Background: an optimization exercise with open tools, aiming at small area and a short achievable clock period. Do not read the settings as production practice.
Function was checked by simulation only, so behaviour that the tests miss may differ from the original.

==> inputs of job 5827 <==
==> flow/design.v <==
module dtlb_top (
  input  logic                  clk,
  input  logic                  rst,
  input  logic                  lookup_valid,
  input  logic [4-1:0]   lookup_set,
  input  logic [20-1:0]   lookup_tag,
  input  logic                  wr_valid,
  input  logic                  wr_op,
  input  logic [4-1:0]   wr_set,
  input  logic [20-1:0]   wr_tag,
  input  logic [(18 + 2)-1:0]   wr_pte,
  output logic                  ready,
  output logic                  resp_valid,
  output logic                  resp_hit,
  output logic [2-1:0]   resp_way,
  output logic [(18 + 2)-1:0]   resp_pte
);
  localparam int W  = 4;
  localparam int S  = 16;
  localparam int SB = 4;
  localparam int WB = 2;
  localparam int TB = 20;
  localparam int PB = (18 + 2);
  logic          run;
  logic [SB-1:0] init_cnt;
  always_ff @(posedge clk) begin
    if (rst) begin
      run      <= 1'b0;
      init_cnt <= '0;
    end else if (!run) begin
      init_cnt <= init_cnt + 1'b1;
      if (init_cnt == SB'(16 - 1)) begin
        run <= 1'b1;
      end
    end
  end
  assign ready = run;
  logic [S*W-1:0]         vld;
  logic [S*W-1:0][TB-1:0] tag;
  logic [S*W-1:0][PB-1:0] pte;
  logic [S-1:0][5:0]      lru;
  logic          pw_v;
  logic          pw_op;
  logic [SB-1:0] pw_set;
  logic [S-1:0]  pw_fo;
  logic [S-1:0]  pw_io;
  logic [TB-1:0] pw_tag;
  logic [PB-1:0] pw_pte;
  logic [W-1:0]  pw_hit;
  logic [W-1:0]  wr_hit;
  always_ff @(posedge clk) begin
    pw_v   <= wr_valid && run && !rst;
    pw_op  <= wr_op;
    pw_set <= wr_set;
    pw_fo  <= (wr_valid && run && !rst && !wr_op) ? S'(1) << wr_set : '0;
    pw_io  <= (wr_valid && run && !rst &&  wr_op) ? S'(1) << wr_set : '0;
    pw_tag <= wr_tag;
    pw_pte <= wr_pte;
    pw_hit <= wr_hit;
  end
  logic [W-1:0] pw_vic;
  logic [W-1:0] pw_sel;
  logic         pw_fill;
  assign pw_sel  = (|pw_hit) ? pw_hit : pw_vic;
  assign pw_fill = pw_v && !pw_op;
  logic [S-1:0]         lk_oh;
  logic [S-1:0]         wr_oh;
  logic [S*W-1:0]       lk_eq;
  logic [W-1:0]         lk_cam;
  logic [W-1:0][PB-1:0] lk_rp;
  logic [W-1:0]         wr_rv;
  logic [W-1:0][TB-1:0] wr_rt;
  assign lk_oh = S'(1) << lookup_set;
  assign wr_oh = S'(1) << wr_set;
  always_comb begin
    for (int e = 0; e < S*W; e++) begin
      lk_eq[e] = vld[e] && (tag[e] == lookup_tag);
    end
  end
  always_comb begin
    lk_cam = '0;
    lk_rp = '0;
    wr_rv = '0;
    wr_rt = '0;
    for (int s = 0; s < S; s++) begin
      for (int w = 0; w < W; w++) begin
        lk_cam[w] = lk_cam[w] | (lk_oh[s] & lk_eq[s*W + w]);
        lk_rp[w] = lk_rp[w] | ({PB{lk_oh[s]}} & pte[s*W + w]);
        wr_rv[w] = wr_rv[w] | (wr_oh[s] & vld[s*W + w]);
        wr_rt[w] = wr_rt[w] | ({TB{wr_oh[s]}} & tag[s*W + w]);
      end
    end
  end
  logic [W-1:0] lk_raw;
  logic [W-1:0] wr_raw;
  logic         lk_same;
  logic         wr_same;
  logic         lk_ptag;
  logic         wr_ptag;
  logic [W-1:0] lk_hit;
  always_comb begin
    for (int w = 0; w < W; w++) begin
      lk_raw[w] = lk_cam[w];
      wr_raw[w] = wr_rv[w] && (wr_rt[w] == wr_tag);
    end
  end
  assign lk_same = pw_v && (pw_set == lookup_set);
  assign wr_same = pw_v && (pw_set == wr_set);
  assign lk_ptag = (pw_tag == lookup_tag);
  assign wr_ptag = (pw_tag == wr_tag);
  always_comb begin
    for (int w = 0; w < W; w++) begin
      if (lk_same && !pw_op && pw_sel[w]) begin
        lk_hit[w] = lk_ptag;
      end else begin
        lk_hit[w] = lk_raw[w] && !(lk_same && pw_op && lk_ptag);
      end
      if (wr_same && !pw_op && pw_sel[w]) begin
        wr_hit[w] = wr_ptag;
      end else begin
        wr_hit[w] = wr_raw[w] && !(wr_same && pw_op && wr_ptag);
      end
    end
  end
  logic [WB-1:0] lk_way;
  logic [PB-1:0] lk_pte;
  logic          lk_acc;
  logic [SB-1:0] rsp_set;
  logic          lt_v;
  logic [W-1:0]  lt_sel;
  always_comb begin
    lk_way = '0;
    lk_pte = '0;
    for (int w = 0; w < W; w++) begin
      if (lk_hit[w]) begin
        lk_way = lk_way | WB'(w);
      end
      if (lk_raw[w]) begin
        lk_pte = lk_pte | lk_rp[w];
      end
    end
    if (lk_same && !pw_op && lk_ptag) begin
      lk_pte = pw_pte;
    end
  end
  assign lk_acc = lookup_valid && run && !rst;
  always_ff @(posedge clk) begin
    resp_valid <= lk_acc;
    resp_hit   <= lk_acc && (|lk_hit);
    resp_way   <= lk_way;
    resp_pte   <= lk_pte;
    rsp_set    <= lookup_set;
    lt_v       <= lk_acc && (|lk_hit) && !(wr_valid && run);
    lt_sel     <= lk_hit;
  end
  always_ff @(posedge clk) begin
    for (int s = 0; s < S; s++) begin
      for (int w = 0; w < W; w++) begin
        if (rst) begin
          vld[s*W + w] <= 1'b0;
        end else if (pw_fo[s] && pw_sel[w]) begin
          vld[s*W + w] <= 1'b1;
        end else if (pw_io[s] && pw_hit[w]) begin
          vld[s*W + w] <= 1'b0;
        end
      end
    end
  end
  always_ff @(posedge clk) begin
    for (int s = 0; s < S; s++) begin
      for (int w = 0; w < W; w++) begin
        if (pw_fo[s] && pw_sel[w]) begin
          tag[s*W + w] <= pw_tag;
          pte[s*W + w] <= pw_pte;
        end
      end
    end
  end
  logic          t_v;
  logic [SB-1:0] t_set;
  logic [W-1:0]  t_sel;
  logic [5:0]    t_new;
  logic [5:0]    t_msk;
  always_comb begin
    t_v   = pw_fill || lt_v;
    t_set = pw_v ? pw_set : rsp_set;
    t_sel = pw_v ? pw_sel : lt_sel;
    t_new = {t_sel[2], t_sel[1], t_sel[1], t_sel[0], t_sel[0], t_sel[0]};
    t_msk = {t_sel[2] | t_sel[3], t_sel[1] | t_sel[3], t_sel[1] | t_sel[2],
             t_sel[0] | t_sel[3], t_sel[0] | t_sel[2], t_sel[0] | t_sel[1]};
  end
  always_ff @(posedge clk) begin
    for (int s = 0; s < S; s++) begin
      for (int k = 0; k < 6; k++) begin
        if (rst) begin
          lru[s][k] <= 1'b0;
        end else if (t_v && (t_set == SB'(s)) && t_msk[k]) begin
          lru[s][k] <= t_new[k];
        end
      end
    end
  end
  logic [5:0]   wr_lru;
  logic [W-1:0] victim;
  always_comb begin
    wr_lru = '0;
    for (int s = 0; s < S; s++) begin
      wr_lru = wr_lru | ({6{wr_oh[s]}} & lru[s]);
    end
    if (t_v && (t_set == wr_set)) begin
      wr_lru = (wr_lru & ~t_msk) | (t_new & t_msk);
    end
  end
  assign victim[0] = !wr_lru[0] && !wr_lru[1] && !wr_lru[2];
  assign victim[1] =  wr_lru[0] && !wr_lru[3] && !wr_lru[4];
  assign victim[2] =  wr_lru[1] &&  wr_lru[3] && !wr_lru[5];
  assign victim[3] =  wr_lru[2] &&  wr_lru[4] &&  wr_lru[5];
  always_ff @(posedge clk) begin
    pw_vic <= victim;
  end
endmodule
==> flow/run.sh <==
#!/bin/bash
# synth_recipe.tcl (not shown) runs the flow's synth.tcl, then flattens the netlist and writes it again
# the make line also repeats each setting of config.mk as NAME=value (left out here)
make -C /OpenROAD-flow-scripts/flow DESIGN_CONFIG=/design/flow/config.mk WORK_HOME=/design/flow/orfs CLKGATE_MAP_FILE= SYNTH_SCRIPT=/design/flow/synth_recipe.tcl finish
==> flow/config.mk <==
export PLATFORM = sky130hd
export DESIGN_NAME = dtlb_top
export DESIGN_NICKNAME = dtlb_top
export VERILOG_FILES = /design/flow/design.v
export SDC_FILE = /design/flow/constraint.sdc
export NUM_CORES = 4
export LEC_CHECK = 0
export CAP_MARGIN = 20
export CELL_PAD_IN_SITES_DETAIL_PLACEMENT = 1
export CELL_PAD_IN_SITES_GLOBAL_PLACEMENT = 1
export CORE_MARGIN = 2
export CORE_UTILIZATION = 40
export CTS_BUF_LIST = sky130_fd_sc_hd__clkbuf_16
export CTS_CLUSTER_DIAMETER = 60
export CTS_CLUSTER_SIZE = 20
export PLACE_DENSITY = 0.5
export SETUP_SLACK_MARGIN = 3.9
export SLEW_MARGIN = 20
export TNS_END_PERCENT = 20
==> flow/constraint.sdc <==
create_clock -name core_clock -period 7.0 [get_ports {clk}]
set_input_delay 1.4000 -clock core_clock [delete_from_list [all_inputs] [get_ports {clk}]]
set_output_delay 1.4000 -clock core_clock [all_outputs]
set_load 0.01 [all_outputs]
==> job 7366 (differences from job 5827) <==
- CORE_UTILIZATION: 40 -> 45
- CTS_BUF_LIST: sky130_fd_sc_hd__clkbuf_16 -> sky130_fd_sc_hd__clkbuf_8
- CTS_CLUSTER_DIAMETER: 60 -> 100
- CTS_CLUSTER_SIZE: 20 -> 10
- PLACE_DENSITY: 0.5 -> 0.55
- TNS_END_PERCENT: 20 -> not set
==> job 8828 (differences from job 5827) <==
- CTS_BUF_LIST: sky130_fd_sc_hd__clkbuf_16 -> sky130_fd_sc_hd__clkbuf_8
- CTS_CLUSTER_DIAMETER: 60 -> 100
- CTS_CLUSTER_SIZE: 20 -> 12
- TNS_END_PERCENT: 20 -> not set
==> notes <==
The highest register-to-register slack belongs to job 7366, the lowest to job 5827. Worst hold slack: job 5827 < job 7366 < job 8828. Core utilization, highest first: job 7366, job 5827, job 8828. Worst setup slack, lowest first: job 5827, job 8828, job 7366.

[static timing again, ports no longer ideal]
Ports are ideal in the flow. The routed layouts listed here were re-timed in OpenROAD.
Step 1: set_driving_cell puts a clkbuf_16 on clk and a buf_2 on each other input, an assumption about the parent block.
Step 2 adds t to the input delays and takes it off the output delays; t is the mean of the earliest and latest rising clock arrival at the registers after step 1. Input paths then give back, and output paths get back, about the clock's delay inside the block.
a / b / c = ideal ports / drivers / drivers and shift; a / b = the first two.
| run | shift t [ns] | setup slack, ns | cell pins on the clock port's net |
|---|---|---|---|
| job 5827 | 1.041 | 3.426 / 3.221 / 2.180 | 1 |
| job 7366 | 1.196 | 3.630 / 3.471 / 2.274 | 1 |
| job 8828 | 1.188 | 3.566 / 3.286 / 2.098 | 1 |
After both steps setup and hold are still met in every run listed. The setup slack of job 8828, which loses most, moves by -0.280 ns with the drivers and by -1.468 ns with both steps.
